Context: an optimization exercise on an open-source flow, tuned for a short achievable clock period and few clock cycles per item. The choices shown serve that exercise and are no tape-out recipe.
Function was checked by simulation only, so behaviour that the tests miss may differ from the original.
Power and IR drop assume default switching activity.

==> flow/design.v (excerpt) <==
module mm_top (
    input  logic         clk_buf,
    input  logic         sys_reset,
    input  logic         cmd_valid,
    input  logic [(4 * 8)-1:0] cmd_word,
    output logic         cmd_credit,
    output logic         res_valid,
    output mm_data_pkg::mm_acc_t      res_data,
    input  logic         res_credit,
    output logic         busy,
    output logic         done
);
    logic                            q_full;
    logic                            run_start;
    logic                            started;
    logic [4*(4 * 8)-1:0]    a_rows;
    logic [4*(4 * 8)-1:0]    b_rows;
    logic                            send;
    logic                            active;
    logic                            op_v;
    mm_data_pkg::mm_row_t            op_a;
    mm_data_pkg::mm_row_t            op_b;
    logic                            dot_v;
    logic signed [17:0]              dot;
    mm_cmd_decode u_cmd_decode (
        .clk_buf    (clk_buf),
        .sys_reset  (sys_reset),
        .cmd_valid  (cmd_valid),
        .cmd_word   (cmd_word),
        .cmd_credit (cmd_credit),
        .q_full     (q_full),
        .run_start  (run_start),
        .started    (started),
        .a_rows     (a_rows),
        .b_rows     (b_rows)
    );
    mm_operand_feeder u_feeder (
        .clk_buf   (clk_buf),
        .sys_reset (sys_reset),
        .run_start (run_start),
        .a_rows    (a_rows),
        .b_rows    (b_rows),
        .send      (send),
        .q_full    (q_full),
        .active    (active),
        .op_v      (op_v),
        .op_a      (op_a),
        .op_b      (op_b)
    );
    mm_systolic_array u_systolic (
        .clk_buf   (clk_buf),
        .sys_reset (sys_reset),
        .op_v      (op_v),
        .op_a      (op_a),
        .op_b      (op_b),
        .dot_v     (dot_v),
        .dot       (dot)
    );
    mm_result_drain u_drain (
        .clk_buf    (clk_buf),
        .sys_reset  (sys_reset),
        .dot_v      (dot_v),
        .dot        (dot),
        .res_valid  (res_valid),
        .res_data   (res_data),
        .res_credit (res_credit),
        .send       (send)
    );
    mm_out_bit u_busy_out (
        .clk_buf (clk_buf),
        .d       (active),
        .q       (busy)
    );
    mm_out_bit u_done_out (
  ...
clock: 10.5 ns
lec_check: 0
abc_clock_period_in_ps: 2500
cap_margin: 20
core_margin: 2
core_utilization: 80
cts_cluster_diameter: 80
cts_cluster_size: 20
place_density: 0.85
slew_margin: 20
synth_hierarchical: 1
standard.sh (not shown) runs the stock make flow with config.mk's settings and CLKGATE_MAP_FILE= SYNTH_SCRIPT=/design/flow/synth_recipe.tcl, a recipe that flattens the netlist after the stock synthesis.
==> flow/flow/run.sh <==
#!/bin/bash
set -euo pipefail
here=$(cd "$(dirname "$0")" && pwd)
MARGIN=$(cat "$here/margin.txt" 2>/dev/null || echo 7.5)
extra="SETUP_SLACK_MARGIN=${MARGIN} TNS_END_PERCENT=100 MATCH_CELL_FOOTPRINT=0"
if [[ -f "$here/cts_args.txt" ]]; then
  extra="$extra CTS_ARGS='$(tr '\n' ' ' < "$here/cts_args.txt")'"
fi
python3 - "$extra" <<'PY'
import sys
s = open('standard.sh').read()
key = ' "${@:-finish}"'
assert key in s
s = s.replace(key, ' ' + sys.argv[1] + key)
open('standard_knobs.sh', 'w').write(s)
PY
bash standard_knobs.sh > make_flow.log 2>&1
Testbench counts at the start, summed over its fixed seeds: cycles 5,265, products 320.
Next try:
CORE_UTILIZATION = 65   (was 80)
CTS_CLUSTER_DIAMETER = 100   (was 80)
CTS_CLUSTER_SIZE = 24   (was 20)
PLACE_DENSITY = 0.75   (was 0.85)
After rerunning: Global-route usage came out lower by 9.6 points; routed wire length drops by a little under a tenth; sequential power came out lower slightly; worst setup slack degrades by 0.036 ns; power fell by a few percent; count of clock-buffer cells in the layout goes down by 21; non-clock buffer count came out higher by 3; cell area is about the same; fmax goes down slightly; area after synthesis stays the same; die area is higher by about a fifth.
Next try:
CORE_UTILIZATION = 90   (was 65)
PLACE_DENSITY = 0.92   (was 0.75)
=> The new run did not get past 5_1_grt. Synthesized area stays the same. Synthesized cell count does not change.
Next try:
CORE_UTILIZATION = 40   (was 90)
PLACE_DENSITY = not set   (was 0.92)
After rerunning:
- With this change the flow completed with no timing, DRC or antenna violations
- synthesized area stays the same
- synthesized cell count is unchanged

========
Starting RTL as in the previous note.
Settings: LEC_CHECK=0, ABC_CLOCK_PERIOD_IN_PS=2500, CAP_MARGIN=20, CORE_MARGIN=2, CORE_UTILIZATION=80, CTS_CLUSTER_DIAMETER=100, CTS_CLUSTER_SIZE=24, PLACE_DENSITY=0.85, SLEW_MARGIN=20, SYNTH_HIERARCHICAL=1; clock period 10.5 ns.
==> flow/flow/margin.txt <==
7.7
Scripts as last shown in full above: flow/flow/run.sh
Testbench counts at the start, summed over its fixed seeds: cycles 5,265, products 320.
Change:
--- a/flow/config.mk
+++ b/flow/config.mk
@@ -8 +8 @@
-export ABC_CLOCK_PERIOD_IN_PS = 2500
+export ABC_CLOCK_PERIOD_IN_PS = 1500
@@ -12,2 +12,2 @@
-export CTS_CLUSTER_DIAMETER = 100
-export CTS_CLUSTER_SIZE = 24
+export CTS_CLUSTER_DIAMETER = 80
+export CTS_CLUSTER_SIZE = 20
removed: flow/flow/margin.txt
The new run passed the timing, design-rule and antenna checks.
Worst setup slack improves by 0.018 ns.
Utilization decreases by 0.52 points.
Synthesized cell count stays the same.
Count of clock-buffer cells in the layout increases by 20.
Maximum frequency increases by 0.56%.
Sequential share of layout area increases by 0.31 points.
Power increases by 1.4%.
First-iteration DRC count decreases by 5.9%.
Hold slack stays flat.
Area after synthesis is unchanged.
Global-route usage decreases by 1.4 points.

[separate check: timing with driven ports]
How much do the figures lean on ideal ports? The routed layouts below were timed once more, with nothing changed but the port constraints.
Step 1, drivers: a clkbuf_16 drives clk_buf and a buf_2 each remaining input, both assumed.
Step 2 times the ports against the registers' clock, not the clock port: input delays grow and output delays shrink by t, the midpoint of the rising clock arrivals with the driver on.
a / b / c = ideal ports / drivers / drivers and shift; a / b = the first two.
| run | t, ns | setup WS [ns] | latest minus earliest clock arrival (ns) | worst data-port slew with drivers (ns) |
|---|---|---|---|---|
| the first run of note 1 | 0.703 | 7.315 / 7.247 / 6.958 | 0.034 / 0.034 | 0.05 |
| the second run of note 1 | 0.714 | 7.278 / 7.208 / 7.044 | 0.036 / 0.036 | 0.05 |
| the fourth run of note 1 | 0.760 | 7.248 / 7.172 / 6.919 | 0.041 / 0.041 | 0.08 |
| the first run of note 2 | 0.719 | 7.297 / 7.226 / 7.194 | 0.042 / 0.042 | 0.05 |
| the second run of note 2 | 0.703 | 7.315 / 7.247 / 6.958 | 0.034 / 0.034 | 0.05 |
After both steps every run listed still meets setup and hold. The worst setup slack also covers recovery checks on asynchronous resets.
